This design comes from an exercise in tuning for small area, a short achievable clock period and few clock cycles per item on the open sky130 flow, not from production work. No functional check of the RTL was part of any run shown here. Power is estimated from default activity; no workload was simulated.

--- flow/run.sh ---
#!/bin/bash
# synth_recipe.tcl (not shown) runs the flow's synth.tcl, then flattens the netlist and writes it again
# the make line also repeats each setting of config.mk as NAME=value (left out here)
make -C /OpenROAD-flow-scripts/flow DESIGN_CONFIG=/design/flow/config.mk WORK_HOME=/design/flow/orfs CLKGATE_MAP_FILE= SYNTH_SCRIPT=/design/flow/synth_recipe.tcl finish
--- flow/config.mk ---
export PLATFORM = sky130hd
export DESIGN_NAME = fan_step_hysteresis_level
export DESIGN_NICKNAME = fan_step_hysteresis_level
export VERILOG_FILES = /design/flow/design.v
export SDC_FILE = /design/flow/constraint.sdc
export NUM_CORES = 4
export LEC_CHECK = 0
export CAP_MARGIN = 20
export CORE_MARGIN = 2
export CORE_UTILIZATION = 40
export SETUP_SLACK_MARGIN = 3.0
export SLEW_MARGIN = 20
--- flow/constraint.sdc ---
create_clock -name core_clock -period 5.0 [get_ports {clk}]
set_input_delay 1.0000 -clock core_clock [delete_from_list [all_inputs] [get_ports {clk}]]
set_output_delay 1.0000 -clock core_clock [all_outputs]
set_load 0.01 [all_outputs]
--- flow/design.v ---
package fshl_pkg;
	localparam int TEMP_W      = 10;
	localparam int LEVEL_W     = 3;
	localparam int RPM_W       = 16;
	localparam int CFG_IDX_W   = 3;
	localparam int CFG_DATA_W  = 64;
	localparam int NUM_REGS    = 7;
	localparam int LEVELS_DEF  = 7;
	localparam int BYTE_W      = 8;
	localparam int RPM_LSB     = 48;
	localparam int ON_CPU_LSB  = 0;
	localparam int ON_REG_LSB  = 8;
	localparam int ON_CHG_LSB  = 16;
	localparam int OFF_CPU_LSB = 24;
	localparam int OFF_REG_LSB = 32;
	localparam int OFF_CHG_LSB = 40;
	typedef logic signed [TEMP_W-1:0] temp_t;
	typedef logic [CFG_DATA_W-1:0]    level_word_t;
	typedef logic [RPM_W-1:0]         rpm_t;
	function automatic logic [1:0] ucmp(input logic [TEMP_W-1:0] a, input logic [TEMP_W-1:0] b,
	                                    input int n);
		logic [15:0] g, e;
		for (int i = 0; i < 16; i++) begin
			if (i < n) begin
				g[i] = a[i] & ~b[i];
				e[i] = a[i] | ~b[i];
			end else begin
				g[i] = 1'b0;
				e[i] = 1'b1;
			end
		end
		for (int l = 0; l < 4; l++) begin
			for (int k = 0; k < (8 >> l); k++) begin
				g[k] = g[2*k+1] | (e[2*k+1] & g[2*k]);
				e[k] = g[2*k+1] | (e[2*k+1] & e[2*k]);
			end
		end
		ucmp = {g[0], e[0]};
	endfunction
	function automatic logic [1:0] scmp(input temp_t a, input temp_t b);
		scmp = ucmp({~a[TEMP_W-1], a[TEMP_W-2:0]}, {~b[TEMP_W-1], b[TEMP_W-2:0]}, TEMP_W);
	endfunction
	function automatic logic t_hi(input temp_t t);
		t_hi = ~t[9] & (t[8] | t[7]);
	endfunction
	function automatic logic t_lo(input temp_t t);
		t_lo = t[9] & ~(t[8] & t[7]);
	endfunction
	function automatic logic t_pos(input temp_t t);
		t_pos = ~t[9] & (|t[8:0]);
	endfunction
	function automatic logic [TEMP_W-1:0] t_byte(input temp_t t);
		t_byte = {2'b00, ~t[7], t[6:0]};
	endfunction
	function automatic logic [TEMP_W-1:0] b_byte(input logic [BYTE_W-1:0] b);
		b_byte = {2'b00, ~b[7], b[6:0]};
	endfunction
	function automatic logic gt_b(input temp_t t, input logic [BYTE_W-1:0] b);
		logic [1:0] c;
		c = ucmp(t_byte(t), b_byte(b), BYTE_W);
		gt_b = t_hi(t) | (~t_lo(t) & c[1]);
	endfunction
	function automatic logic lt_b(input temp_t t, input logic [BYTE_W-1:0] b);
		logic [1:0] c;
		c = ucmp(b_byte(b), t_byte(t), BYTE_W);
		lt_b = t_lo(t) | (~t_hi(t) & c[1]);
	endfunction
endpackage
module fshl_lane #(
	parameter bit DOWN = 1'b0
) (
	input  fshl_pkg::temp_t       t_cpu,
	input  fshl_pkg::temp_t       t_reg,
	input  fshl_pkg::temp_t       t_chg,
	input  logic [23:0]           pts,
	input  logic                  valid,
	input  logic                  zero_hit,
	output logic                  hit
);
	logic hit_pts;
	if (DOWN) begin : g_dn
		assign hit_pts = fshl_pkg::lt_b(t_cpu, pts[7:0]) && fshl_pkg::lt_b(t_reg, pts[15:8]) &&
		                 fshl_pkg::lt_b(t_chg, pts[23:16]);
	end else begin : g_up
		assign hit_pts = fshl_pkg::gt_b(t_cpu, pts[7:0]) ||
		                 (fshl_pkg::gt_b(t_reg, pts[15:8]) && fshl_pkg::gt_b(t_chg, pts[23:16]));
	end
	assign hit = valid ? hit_pts : zero_hit;
endmodule
module fshl_merge #(
	parameter int LEVELS = fshl_pkg::LEVELS_DEF,
	parameter int LW     = $clog2(LEVELS)
) (
	input  logic [LW-1:0]       lv_now,
	input  logic                fell,
	input  logic                rose,
	input  logic [LEVELS-1:0]   up_vec,
	input  logic [LEVELS-1:0]   dn_vec,
	output logic [LW-1:0]       lv_next
);
	logic [LW-1:0] lv_up;
	logic [LW-1:0] lv_dn;
	always_comb begin
		lv_up = LW'(LEVELS - 1);
		for (int j = LEVELS - 2; j >= 0; j--) begin
			if ((LW'(j) >= lv_now) && !up_vec[j]) begin
				lv_up = LW'(j);
			end
		end
	end
	always_comb begin
		lv_dn = '0;
		for (int j = 1; j < LEVELS; j++) begin
			if ((LW'(j) <= lv_now) && !dn_vec[j]) begin
				lv_dn = LW'(j);
			end
		end
	end
	always_comb begin
		if (fell) begin
			lv_next = lv_dn;
		end else if (rose) begin
			lv_next = lv_up;
		end else begin
			lv_next = lv_now;
		end
	end
endmodule
module fan_step_hysteresis_level #(
	parameter int LEVELS = fshl_pkg::LEVELS_DEF
) (
	input  logic                           clk,
	input  logic                           arst_n,
	input  logic                           in_valid,
	output logic                           in_stall,
	input  fshl_pkg::temp_t                cpu_temp,
	input  fshl_pkg::temp_t                temp_regulator,
	input  fshl_pkg::temp_t                charger_temp,
	input  logic                           powered,
	output logic                           out_valid,
	input  logic                           out_stall,
	output logic [fshl_pkg::RPM_W-1:0]     target_rpm,
	output logic [fshl_pkg::LEVEL_W-1:0]   fan_level,
	input  logic                           cfg_valid,
	output logic                           cfg_ready,
	input  logic [fshl_pkg::CFG_IDX_W-1:0] cfg_index,
	input  logic [fshl_pkg::CFG_DATA_W-1:0] cfg_data
);
	localparam int LW = $clog2(LEVELS);
	fshl_pkg::level_word_t level_reg_q [LEVELS];
	logic [LEVELS-1:0]     level_ok_q;
	fshl_pkg::temp_t last_cpu_q, last_reg_q, last_chg_q;
	logic            last_ok_q;
	logic              s1_valid_q;
	logic              s1_fell_q, s1_rose_q;
	logic [LEVELS-1:0] s1_up_q, s1_dn_q;
	logic [LW-1:0]  level_now_q;
	logic           out_valid_q;
	fshl_pkg::rpm_t rpm_q;
	logic              in_acc, push, s1_done;
	logic              fell, rose, fell_l, rose_l, fell_0, rose_0;
	logic              up_zero, dn_zero;
	logic [LEVELS-1:0] up_vec, dn_vec;
	logic [1:0]        cmp_cpu, cmp_reg, cmp_chg;
	logic [LW-1:0]     lv_next;
	fshl_pkg::rpm_t    rpm_next;
	assign cfg_ready = 1'b1;
	assign s1_done   = s1_valid_q && (!out_valid_q || !out_stall);
	assign in_stall  = s1_valid_q && out_valid_q && out_stall;
	assign in_acc    = in_valid && !in_stall;
	assign push      = in_acc && powered;
	for (genvar i = 0; i < LEVELS; i++) begin : g_tbl
		always_ff @(posedge clk) begin
			if (cfg_valid && (int'(cfg_index) == i)) begin
				level_reg_q[i] <= cfg_data;
			end
		end
	end
	always_ff @(posedge clk or negedge arst_n) begin
		if (!arst_n) begin
			level_ok_q <= '0;
		end else if (cfg_valid) begin
			for (int i = 0; i < LEVELS; i++) begin
				if (int'(cfg_index) == i) begin
					level_ok_q[i] <= 1'b1;
				end
			end
		end
	end
	always_ff @(posedge clk) begin
		if (push) begin
			last_cpu_q <= cpu_temp;
			last_reg_q <= temp_regulator;
			last_chg_q <= charger_temp;
		end
	end
	always_ff @(posedge clk or negedge arst_n) begin
		if (!arst_n) begin
			last_ok_q <= 1'b0;
		end else if (push) begin
			last_ok_q <= 1'b1;
		end
	end
	assign cmp_cpu = fshl_pkg::scmp(cpu_temp, last_cpu_q);
	assign cmp_reg = fshl_pkg::scmp(temp_regulator, last_reg_q);
	assign cmp_chg = fshl_pkg::scmp(charger_temp, last_chg_q);
	assign fell_l  = !cmp_cpu[0] || !cmp_reg[0] || !cmp_chg[0];
	assign rose_l  = cmp_cpu[1] || cmp_reg[1] || cmp_chg[1];
	assign fell_0  = cpu_temp[9] || temp_regulator[9] || charger_temp[9];
	assign rose_0  = fshl_pkg::t_pos(cpu_temp) || fshl_pkg::t_pos(temp_regulator) ||
	                 fshl_pkg::t_pos(charger_temp);
	assign fell    = last_ok_q ? fell_l : fell_0;
	assign rose    = last_ok_q ? rose_l : rose_0;
	assign up_zero = fshl_pkg::t_pos(cpu_temp) ||
	                 (fshl_pkg::t_pos(temp_regulator) && fshl_pkg::t_pos(charger_temp));
	assign dn_zero = cpu_temp[9] && temp_regulator[9] && charger_temp[9];
	for (genvar g = 0; g < LEVELS; g++) begin : g_lane
		if (g < LEVELS - 1) begin : g_up
			fshl_lane #(.DOWN(1'b0)) u_up (
				.t_cpu    (cpu_temp),
				.t_reg    (temp_regulator),
				.t_chg    (charger_temp),
				.pts      (level_reg_q[g][23:0]),
				.valid    (level_ok_q[g]),
				.zero_hit (up_zero),
				.hit      (up_vec[g])
			);
		end else begin : g_up_none
			assign up_vec[g] = 1'b0;
		end
		if (g > 0) begin : g_dn
			fshl_lane #(.DOWN(1'b1)) u_dn (
				.t_cpu    (cpu_temp),
				.t_reg    (temp_regulator),
				.t_chg    (charger_temp),
				.pts      (level_reg_q[g][47:24]),
				.valid    (level_ok_q[g]),
				.zero_hit (dn_zero),
				.hit      (dn_vec[g])
			);
		end else begin : g_dn_none
			assign dn_vec[g] = 1'b0;
		end
	end
	always_ff @(posedge clk or negedge arst_n) begin
		if (!arst_n) begin
			s1_valid_q <= 1'b0;
		end else if (!in_stall) begin
			s1_valid_q <= push;
		end
	end
	always_ff @(posedge clk) begin
		if (!in_stall) begin
			s1_fell_q <= fell;
			s1_rose_q <= rose;
			s1_up_q   <= up_vec;
			s1_dn_q   <= dn_vec;
		end
	end
	fshl_merge #(
		.LEVELS (LEVELS),
		.LW     (LW)
	) u_merge (
		.lv_now  (level_now_q),
		.fell    (s1_fell_q),
		.rose    (s1_rose_q),
		.up_vec  (s1_up_q),
		.dn_vec  (s1_dn_q),
		.lv_next (lv_next)
	);
	always_comb begin
		rpm_next = '0;
		for (int i = 0; i < LEVELS; i++) begin
			if ((LW'(i) == lv_next) && level_ok_q[i]) begin
				rpm_next = level_reg_q[i][fshl_pkg::RPM_LSB +: fshl_pkg::RPM_W];
			end
		end
	end
	always_ff @(posedge clk or negedge arst_n) begin
		if (!arst_n) begin
			level_now_q <= '0;
			out_valid_q <= 1'b0;
		end else begin
			if (s1_done) begin
				level_now_q <= lv_next;
			end
			out_valid_q <= s1_done || (out_valid_q && out_stall);
		end
	end
	always_ff @(posedge clk) begin
		if (s1_done) begin
			rpm_q <= rpm_next;
		end
	end
	assign out_valid  = out_valid_q;
	assign target_rpm = rpm_q;
	assign fan_level  = fshl_pkg::LEVEL_W'(level_now_q);
endmodule
==> summary.md, run 1 <==
| Metric | Value |
|---|---|
| Final critical-path required period | `2.56 ns` |
| Fin. Hold Viols | `0` |
| Most frequent cells in the layout | `460 x edfxtp_1, 102 x buf_4, 89 x nand2_1` |
| Vias | `15.0k` |
| Worst min-delay path class | `register to register` |
| Setup TNS | `0 ns` |
| Post-DRT Antenna Nets | `0` |
| Largest net degree at the start of global routing | `49` |
| Area Growth Syn to Fin | `32.1%` |
| Starting DRT DRC Count | `1,401` |
| Mapped Cells | `1,571` |
| CTS Sinks | `473` |
| Vias in the first global route | `15.3k` |
| Clk root buf | `clkbuf_16` |
| Vias per Instance | `5.86` |
| Worst-Margin Slew | `1.05 ns` |
| Syn Std Cell Area | `21,200 µm²` |
| Leakage | `9.42 nW` |
| FF+latch count, synth | `473` |
| Hold Path Origin | `level_reg_q[4][56]` |
| Max Buffers Root-to-Sink | `3` |
| FF-to-FF setup slack | `2.44 ns` |
| Synth Net Count | `1,674` |
| Outcome | `finished clean` |
| Chip height | `234 µm` |
| Top Ports | `125` |
| Synth unique cells | `83` |
| Crit path DAT | `3.01 ns` |
| Power density cells | `430 nW/µm²` |
| Die Wd | `234 µm` |
| Syn Area/Cell | `13.5 µm²` |
| Number of enable flip-flop cells after synthesis | `460` |
| Async S/R FF share, synth | `2.75%` |
| Fin crit share | `51.3%` |
| Initial Utilization | `40.3%` |
| Die ar. | `54,700 µm²` |
| Hold path endpoint | `rpm_q[8]` |
| Sequential area share after synthesis | `66.8%` |
| Highest clock rate | `390 MHz` |
| I/O Buffers | `123` |
| H-tree depth | `2` |
| Std-Cell Rows | `84` |
| Req. time, crit path | `5.45 ns` |
| RSZ-0062 raised after global routing | `yes` |
| Final Setup Violations | `0` |
| Startpoint Class | `register` |
| Number of hold buffers added after cts | `0` |
| MaxCap Viol Count | `0` |
| CTS tree | `done` |
| Most common cell after layout, fill and taps aside | `edfxtp_1` |
| Routability cong. | `0.857` |
| Clk_skew | `0.0421 ns` |
| Post-route setup slack | `2.44 ns` |
| Reg-to-reg endpoint | `rpm_q[14]` |
| Nets | `1,939` |
| Ys Warns | `6` |
| Top cells by area, synth | `edfxtp_1 65%, maj3_1 4.0%, nand2b_1 2.0%, nor2b_1 1.8%, nand2_1 1.6%` |
| Total grt overflow | `0` |
| Max VDD drop | `0.000282 V` |
| Worst Hold Depth | `2` |
| Critical R2R Launch | `level_now_q[1]` |
| Post-synth top area share | `65.3%` |
| Post-DR wirelength/cell | `24.4 µm` |
| Prevailing post-synth register cell | `edfxtp_1` |
| Slew Limit Headroom | `30.1%` |
| CTS Buf Count | `50` |
| DP Wirelength | `38,100 µm` |
| Initial antenna violation count | `5` |
| GRT Util Overall | `22.9%` |
| Post-route DRC | `0` |
| Crit Path Class | `register to register` |
| Clk slew on worst S/H paths | `0.06 ns` |
| Dpl ws | `1.08 ns` |
| Crit end category | `register` |
| CP Max Fanout | `9` |
| Post-synth top area cell | `edfxtp_1` |
| Core footprint | `52,400 µm²` |
| Layout cells sized above 1 | `31.5%` |
| First-pass detailed-route iteration total | `6` |
| Max-slew violations | `0` |
| First-pass GRT wire length | `93,300 µm` |
| Drt total wl | `62,600 µm` |
| Register-to-Register Path Depth | `10` |
| Clock latency on the worst-skew pair | `0.61 ns` |
cell type report:
class / count / area, µm²
Antenna cell: 1 / 2.50
Sequential cell: 473 / 14100
Clock buffer: 62 / 1300
Timing Repair Buffer: 286 / 3050
Clock inverter: 28 / 270
Inverter: 89 / 435
Tap cell: 688 / 861
Fill cell: 4230 / 24500
Multi-Input combinational cell: 932 / 7850
Timing Repair inverter: 4 / 26.3
report_power, final:
part	internal, W	total, W	switching, W
clock network	0.00205	0.00357	0.00153
logic	0.00179	0.00368	0.00189
registers	0.00464	0.00476	0.000119
total	0.00848	0.0120	0.00353
logic make-up (layout without fill, tap and decap cells):
family	Yosys count	in the layout	synth area share [%]
simple gates	419	421	10.5
flops	473	473	66.8
mux	17	17	1.01
buf+inv	171	469	3.32
other cells	1	2	0.0177
fa+ha+maj	102	102	4.93
compound gates	388	391	13.4
worst max-delay path, stage by stage (launching register included):
cell       delay [ns]
dfrtp_2          0.44
buf_6            0.14
a21oi_4          0.05
buf_4            0.14
a2111oi_4        0.34
o32a_4           0.29
nand2_1          0.10
nor4_4           0.33
buf_6            0.25
a211oi_2         0.12
a31oi_4          0.20
layer usage:
| metal | track usage (%) | routed length (µm) | share of wire, % | vias up |
|---|---|---|---|---|
| met5 | 0 | 57 | 0.091 | - |
| met2 | 39.2 | 31000 | 50 | 561 |
| met1 | 28.9 | 25400 | 41 | 7585 |
| li1 | - | - | - | 6722 |
| met4 | 8.86 | 2140 | 3.4 | 8 |
| met3 | 4.10 | 4000 | 6.4 | 139 |
what timing repair did:
action,4_1_cts,5_1_grt
buffers inserted,111,16
gates resized for setup,506,89
gates cloned,16,2
pin swaps,99,65
endpoints found under the setup margin,497,141
registers in the layout (all words and copies together), names as in the netlist, 6 cells and up:
signal	flops
s1_up_q	6
s1_dn_q	6
last_chg_q	10
last_reg_q	10
rpm_q	16
level_reg_q	400
level_ok_q	7
last_cpu_q	10
Yosys cell counts, types with 7 or more instances:
cell	instances
clkbuf_1	55
o21ai_1	8
dfrtp_1	13
o211ai_1	13
maj3_2	17
o2111ai_1	13
edfxtp_1	460
a22oi_1	7
a221oi_1	19
nor2b_1	61
nand3_1	33
o31ai_1	9
a41oi_1	16
nor4b_1	8
buf_2	15
nand2b_1	68
maj3_1	85
nor3_1	19
or2_2	8
mux2_2	14
nor2_1	71
a31oi_1	42
nand2_1	91
o21ai_0	40
a22o_1	11
o22ai_1	46
a21o_1	13
o221ai_1	13
a211oi_1	34
a21oi_1	34
nand4_1	36
inv_1	81
worst max path at each step:
stage	start	to	slack (ns)	cells past startpoint
2_1_floorplan	cfg_valid	level_reg_q[4][0]	1.94	2
3_3_place_gp	temp_regulator[4]	s1_rose_q	1.06	9
5_1_grt	level_now_q[1]	rpm_q[13]	2.35	10
6_report	level_now_q[1]	rpm_q[14]	2.44	10
4_1_cts	level_now_q[0]	rpm_q[10]	2.48	10
3_5_place_dp	temp_regulator[4]	s1_rose_q	1.08	9
per-stage QoR:
step / hold WS (ns) / instance area [µm²] / cells / utilization, % / power (W)
final: 0.553 / 27900 / 2563 / 53.3 / 0.0120
after global routing: 0.577 / 27900 / 2563 / 53.3 / 0.0124
after CTS: 0.559 / 27400 / 2543 / 52.3 / 0.0117
after detailed placement: 0.546 / 23500 / 2326 / 44.8 / 0.00701
after global placement: 0.528 / 23500 / 2326 / 44.8 / 0.00697
after floorplan: 0.477 / 21800 / 1571 / - / 0.00633
==> run 2: changes to the inputs <==
--- a/flow/config.mk
+++ b/flow/config.mk
@@ -9,4 +9,4 @@
 export CORE_MARGIN = 2
 export CORE_UTILIZATION = 40
-export SETUP_SLACK_MARGIN = 3.0
+export SETUP_SLACK_MARGIN = 0
 export SLEW_MARGIN = 20
==> run 2 against run 1 <==
  * Register-to-register slack got worse by 1.1 ns
  * Fmax fell by 29%
  * First-iteration DRC count fell by 13%
  * Largest power group unchanged
  * Highest routed layer is now met4
==> summary.md, run 2 <==
| Metric | Value |
|---|---|
| FF+latch count, synth | `473` |
| Max VDD drop | `0.000245 V` |
| Crit path DAT | `4.07 ns` |
| Total grt overflow | `0` |
| First-pass GRT wire length | `81,100 µm` |
| Top cells by area, synth | `edfxtp_1 65%, maj3_1 4.0%, nand2b_1 2.0%, nor2b_1 1.8%, nand2_1 1.6%` |
| Req. time, crit path | `5.44 ns` |
| Outcome | `finished clean` |
| Worst-Margin Slew | `1.13 ns` |
| Clk slew on worst S/H paths | `0.06 ns` |
| Clock latency on the worst-skew pair | `0.60 ns` |
| Met1 usage | `27.3%` |
| Vias per Instance | `5.70` |
| Sequential area share after synthesis | `66.8%` |
| Post-DRT Antenna Nets | `0` |
| Die ar. | `54,700 µm²` |
| Antenna diode count | `0` |
| Max Buffers Root-to-Sink | `3` |
| Fin crit share | `72.6%` |
| GRT Util Overall | `19.6%` |
| Nets | `1,796` |
| First-pass detailed-route iteration total | `5` |
| Ys Warns | `6` |
| Vias in the first global route | `13.4k` |
| Most common cell after layout, fill and taps aside | `edfxtp_1` |
| I/O Buffers | `123` |
| Final Setup Violations | `0` |
| Clk root buf | `clkbuf_16` |
| Core footprint | `52,400 µm²` |
| Final critical-path required period | `3.63 ns` |
| Startpoint Class | `register` |
| Starting DRT DRC Count | `1,224` |
| # resized after CTS | `0` |
| DP Wirelength | `35,600 µm` |
| Prevailing post-synth register cell | `edfxtp_1` |
| Async S/R FF share, synth | `2.75%` |
| Slew Limit Headroom | `23.9%` |
| Most frequent cells in the layout | `460 x edfxtp_1, 123 x clkdlybuf4s50_1, 91 x nand2_1` |
| Dpl ws | `1.04 ns` |
| Total Power | `0.0104 W` |
| Post-route setup slack | `1.37 ns` |
| Initial antenna violation count | `0` |
| Drt total wl | `54,000 µm` |
| Worst min-delay path class | `register to register` |
| Mapped Cells | `1,571` |
| Synth unique cells | `83` |
| Max-slew violations | `0` |
| Most frequent cell after synthesis | `edfxtp_1` |
| Area Growth Syn to Fin | `16.9%` |
| Initial Utilization | `40.3%` |
| GR peak layer | `met2` |
| Syn Std Cell Area | `21,200 µm²` |
| MaxCap Viol Count | `0` |
| Post-route DRC | `0` |
| H-tree depth | `2` |
| Die Wd | `234 µm` |
| M2 GR Usage | `31.8%` |
| Number of enable flip-flop cells after synthesis | `460` |
| Crit Path Class | `register to register` |
| Vias | `13.8k` |
| Post-DR wirelength/cell | `22.3 µm` |
| Commonest cells post-synth | `460 x edfxtp_1, 91 x nand2_1, 85 x maj3_1` |
| Synth Net Count | `1,674` |
| Clk_skew | `0.0237 ns` |
| Routability cong. | `0.885` |
| Crit end category | `register` |
| Number of hold buffers added after cts | `0` |
| CTS tree | `done` |
| Fin. Hold Viols | `0` |
| Leakage | `8.07 nW` |
| CTS Buf Count | `49` |
| Std-Cell Rows | `84` |
| Syn Area/Cell | `13.5 µm²` |
| Met3 global-route usage | `3.16%` |
| Post-CTS setup repair buffer count | `0` |
| Top Ports | `125` |
| Post-synth top area share | `65.3%` |
| Highest clock rate | `275 MHz` |
| Number of flip-flops under the largest register name | `400` |
| CTS Sinks | `473` |
| Chip height | `234 µm` |
| RSZ-0062 raised after global routing | `no` |
| Regs by FF count | `level_reg_q: 400 flops, rpm_q: 16 flops` |
| Power density cells | `420 nW/µm²` |
| Largest net degree at the start of global routing | `50` |
| Layout cells sized above 1 | `9.72%` |
| CP Max Fanout | `19` |
| Setup TNS | `0 ns` |
| Post-synth top area cell | `edfxtp_1` |
| Largest reg by FF count | `level_reg_q` |
-- run 2: cell types whose count changed in the layout (fill, tap and decap cells not counted), moves of 16 or more --
cell | before | now
buf_4 | 102 | 27
clkdlybuf4s50_1 | 67 | 123
buf_6 | 38 | 0
maj3_1 | 48 | 85
maj3_2 | 54 | 17
buf_12 | 29 | 3
a211oi_1 | 9 | 34
a211oi_2 | 21 | 0
buf_2 | 21 | 0
a21oi_1 | 18 | 34
-- run 2: through the flow --
step                cells  util, %  instance area (µm²)  hold slack [ns]
finish               2417     47.2                24700            0.489
global route         2417     47.2                24700            0.536
detailed placement   2329     44.2                23200            0.476
global placement     2329     44.2                23200            0.476
CTS                  2416     47.1                24700            0.491
floorplan            1571        -                21200            0.457
-- run 2: critical path: stages (launching register included) --
cell	delay, ns
dfrtp_1	0.81
nand2_1	0.15
o21ai_1	0.47
a31oi_1	0.18
a21oi_4	0.55
and4_1	0.84
a222oi_1	0.27
o21ai_1	0.18
-- run 2: power breakdown --
part	internal [W]	leakage (nW)	switching [W]
Combinational	0.000836	2.99	0.00126
Clock	0.00201	0.737	0.00152
Sequential	0.00463	4.35	0.000138
-- run 2: logic make-up after synthesis --
family	after synthesis	synth area share, %
simple gates	419	10.5
flops	473	66.8
mux	17	1.01
fa+ha+maj	102	4.93
buf+inv	171	3.32
compound gates	388	13.4
other cells	1	0.0177
-- run 2: path summary, 6_finish.rpt --
check / from / slack [ns] / endpoint / cells past startpoint
setup / recovery: level_now_q[2] / 1.37 / rpm_q[8] / 7
hold / removal: s1_valid_q / 0.49 / out_valid_q / 1
setup reg to reg: level_now_q[2] / 1.37 / rpm_q[8] / 7
hold reg to reg: s1_valid_q / 0.49 / out_valid_q / 1
max in group asynchronous: arst_n / 3.64 / last_ok_q / 1
min in group asynchronous: arst_n / 0.85 / out_valid_q / 1
-- run 2: layout make-up --
| class | instances | area [µm²] |
|---|---|---|
| Clock buffer | 61 | 1270 |
| Clock inverter | 26 | 245 |
| Fill cell | 4535 | 27700 |
| Inverter | 89 | 334 |
| Multi-Input combinational cell | 927 | 6390 |
| Sequential cell | 473 | 14100 |
| Tap cell | 688 | 861 |
| Timing Repair Buffer | 153 | 1490 |
-- run 2: layer usage --
layer  up-vias  wire, µm
met1      6809     24300
li1       6398         -
met2       478     25200
met5         -         0
met4         0      1250
met3        80      3280
==> run 3: changes to the inputs <==
--- a/flow/config.mk
+++ b/flow/config.mk
@@ -9,4 +9,4 @@
 export CORE_MARGIN = 2
 export CORE_UTILIZATION = 40
-export SETUP_SLACK_MARGIN = 0
+export SETUP_SLACK_MARGIN = 2.5
 export SLEW_MARGIN = 20
==> run 3 against run 2 <==
  * Utilization rose by 5.0 points
  * Via count rose by 7.0%
  * Non-clock buffer count rose by 120
  * Sequential power barely moved
  * Critical path type unchanged
  * Critical endpoint is now rpm_q[15]
  * Largest cell class unchanged
  * Largest power group unchanged
==> summary.md, run 3 <==
| Metric | Value |
|---|---|
| Initial Utilization | `40.3%` |
| Core footprint | `52,400 µm²` |
| Register area | `14,100 µm²` |
| Nets | `1,927` |
| Prevailing post-synth register cell | `edfxtp_1` |
| Drt total wl | `59,900 µm` |
| Net Sw Power | `0.00364 W` |
| Clk_skew | `0.0380 ns` |
| Initial antenna violation count | `1` |
| Power density cells | `449 nW/µm²` |
| CP Max Fanout | `8` |
| Clock latency on the worst-skew pair | `0.61 ns` |
| Clk root buf | `clkbuf_16` |
| Post-synth top area share | `65.3%` |
| I/O Buffers | `123` |
| Highest clock rate | `370 MHz` |
| Mapped Cells | `1,571` |
| Routed wl met3 | `3710 µm` |
| Sequential area share after synthesis | `66.8%` |
| Commonest cells post-synth | `460 x edfxtp_1, 91 x nand2_1, 85 x maj3_1` |
| Post-DR wirelength/cell | `23.5 µm` |
| Max layer used | `met5` |
| Final Setup Violations | `0` |
| Post-DRT Antenna Nets | `0` |
| Final critical-path required period | `2.70 ns` |
| Chip height | `234 µm` |
| Area Growth Syn to Fin | `29.4%` |
| Net Sw Frac | `29.6%` |
| M1 WL | `25,400 µm` |
| Combinational power share | `32.2%` |
| Fin crit share | `54.1%` |
| Critical R2R Launch | `level_now_q[0]` |
| Fin. Hold Viols | `0` |
| Crit end category | `register` |
| DP Wirelength | `36,300 µm` |
| MaxCap Viol Count | `0` |
| Die ar. | `54,700 µm²` |
| Most common cell after layout, fill and taps aside | `edfxtp_1` |
| Syn Std Cell Area | `21,200 µm²` |
| Max VDD drop | `0.000293 V` |
| Met2 wire length | `29,100 µm` |
| Regs by FF count | `level_reg_q: 400 flops, rpm_q: 16 flops` |
| FF+latch count, synth | `473` |
| H-tree depth | `2` |
| Syn Area/Cell | `13.5 µm²` |
| Top Ports | `125` |
| Routability cong. | `0.854` |
| Fin cells | `2,550` |
| Layout cells sized above 1 | `26.7%` |
| Finished Core Util | `52.2%` |
| Number of hold buffers added after cts | `0` |
| Top cells by area, synth | `edfxtp_1 65%, maj3_1 4.0%, nand2b_1 2.0%, nor2b_1 1.8%, nand2_1 1.6%` |
| Final instance area | `27,400 µm²` |
| Multi-input logic area | `7530 µm²` |
| GRT Util Overall | `21.7%` |
| Ys Warns | `6` |
| Internal Dissipation | `0.00865 W` |
| Post-route setup slack | `2.30 ns` |
| Register-to-Register Path Depth | `11` |
| Vias | `14.7k` |
| Startpoint Class | `register` |
| Hold Path Origin | `level_reg_q[4][56]` |
| Dpl ws | `0.994 ns` |
| FF-to-FF setup slack | `2.30 ns` |
| Total grt overflow | `0` |
| Die Wd | `234 µm` |
| Worst min-delay path class | `register to register` |
| Most frequent cell after synthesis | `edfxtp_1` |
| Hold path endpoint | `rpm_q[8]` |
| Number of enable flip-flop cells after synthesis | `460` |
| Starting DRT DRC Count | `1,494` |
| Largest net degree at the start of global routing | `66` |
| Async S/R FF share, synth | `2.75%` |
| First-pass GRT wire length | `90,000 µm` |
| Most frequent cells in the layout | `460 x edfxtp_1, 98 x buf_4, 89 x nand2_1` |
| Synth Net Count | `1,674` |
| Max Buffers Root-to-Sink | `3` |
| Vias in the first global route | `14.9k` |
| Clk slew on worst S/H paths | `0.06 ns` |
| Crit Path Class | `register to register` |
| Leakage | `9.20 nW` |
| Clk pwr share | `29.1%` |
| CTS Buf Count | `51` |
| DP Area | `23,400 µm²` |
| Worst-Margin Slew | `1.15 ns` |
| Outcome | `finished clean` |
| Placed insts | `2,322` |
| Setup TNS | `0 ns` |
| Synth unique cells | `83` |
| Crit path DAT | `3.03 ns` |
| Req. time, crit path | `5.33 ns` |
| Number of flip-flops under the largest register name | `400` |
| Worst Hold Depth | `2` |
| First-pass detailed-route iteration total | `5` |
| Post-route DRC | `0` |
| Post-synth top area cell | `edfxtp_1` |
| Reg-to-reg endpoint | `rpm_q[15]` |
| Max-slew violations | `0` |
| RSZ-0062 raised after global routing | `yes` |
| Vias per Instance | `5.77` |
| Antenna diode count | `0` |
| Seq pwr share | `38.7%` |
| Std-Cell Rows | `84` |
| CTS tree | `done` |
| Largest reg by FF count | `level_reg_q` |
| Fillers | `4,289` |
| CTS Sinks | `473` |
| Slew Limit Headroom | `23.4%` |
-- run 3: cell types whose count changed in the layout (fill, tap and decap cells not counted), moves of 13 or more --
cell,before,now
maj3_2,17,43
buf_6,0,25
buf_4,27,98
a211oi_2,0,14
a211oi_1,34,16
maj3_1,85,59
a41oi_1,16,3
buf_12,3,20
clkdlybuf4s50_1,123,83
-- run 3: cell families (layout without fill, tap and decap cells) --
| group | Yosys count | count (layout) | share of synthesized area (%) |
|---|---|---|---|
| AO/OA/AOI/OAI | 388 | 390 | 13.4 |
| adder cells (fa/ha/maj) | 102 | 102 | 4.93 |
| buffers and inverters | 171 | 455 | 3.32 |
| flip-flops | 473 | 473 | 66.8 |
| multiplexers | 17 | 17 | 1.01 |
| other | 1 | 1 | 0.0177 |
| AND/OR/NAND/NOR | 419 | 424 | 10.5 |
-- run 3: worst max-delay path by stage --
stage / startpoint / endpoint / slack, ns / depth (start not counted)
6_report: level_now_q[0] / rpm_q[15] / 2.30 / 11
4_1_cts: level_now_q[0] / rpm_q[15] / 2.39 / 13
5_1_grt: level_now_q[0] / rpm_q[15] / 2.28 / 11
3_5_place_dp: temp_regulator[0] / s1_up_q[0] / 0.99 / 8
2_1_floorplan: cfg_valid / level_reg_q[4][0] / 1.94 / 2
3_3_place_gp: charger_temp[0] / s1_up_q[0] / 1.04 / 8
-- run 3: cell type report --
class / count / area share, %
clock buffer: 58 / 4.84
clock inverter: 33 / 0.910
inverter: 89 / 1.52
multi-input combinational: 934 / 27.5
sequential: 473 / 51.7
tap: 688 / 3.14
timing repair buffer: 273 / 10.4
timing repair inverter: 2 / 0.0548
-- run 3: worst max-delay path, cell delays in order (launching register included) --
cell and delay (ns):
dfrtp_2 0.39, buf_6 0.11, buf_6 0.10, buf_6 0.09
a21oi_4 0.04, a2bb2oi_2 0.14, a221o_2 0.42, buf_6 0.15
a21o_4 0.22, o211a_4 0.23, a211oi_1 0.34, a31oi_2 0.17
-- run 3: stage by stage --
step	hold slack [ns]	total power [W]
6_report	0.554	0.0123
5_1_grt	0.592	0.0127
4_1_cts	0.551	0.0121
3_5_place_dp	0.508	0.00695
3_3_place_gp	0.499	0.00690
2_1_floorplan	0.477	0.00623
-- run 3: per-layer routing --
metal  up-vias  GRT usage, %
li1       6690             -
met5         -             0
met3       103          3.71
met2       545          36.1
met4         2          7.52
met1      7385          28.8
-- run 3: what timing repair did --
item | CTS | global route
endpoints found under the setup margin | 238 | 97
setup buffers | 102 | 16
cloned | 17 | 1
pin swaps | 66 | 38
gates resized for setup | 290 | 75
-- run 3: power groups by stage --
stage	sequential [W]	combinational [W]	clock (W)
floorplan	0.00482	0.00141	0
global placement	0.00485	0.00205	0
detailed placement	0.00485	0.00210	0
CTS	0.00475	0.00368	0.00363
global route	0.00477	0.00411	0.00378
finish	0.00475	0.00395	0.00358

==> what the ideal ports hide <==
The flow's constraints put no driver on any port. The routed layouts listed below were extracted and timed again, unchanged, in two steps.
Step 1, drivers: a clkbuf_16 drives clk and a buf_2 each remaining input, both assumed.
Step 2 also shifts input and output timing later by t, the mid clock arrival at the registers, as if the neighbouring blocks saw the same clock.
a / b / c = ideal ports / drivers / drivers and shift; a / b = the first two.
| run | shift t [ns] | slack for setup (ns) | worst setup path at the end |
|---|---|---|---|
| run 1 | 0.639 | 2.436 / 2.436 / 1.908 | input to register |
| run 2 | 0.650 | 1.370 / 1.370 / 1.022 | input to register |
| run 3 | 0.646 | 2.297 / 2.297 / 1.800 | input to register |
After both steps setup and hold are still met in every run listed. For run 1, which loses most, drivers alone change the setup slack by 0.000 ns; drivers and shift together by -0.528 ns.
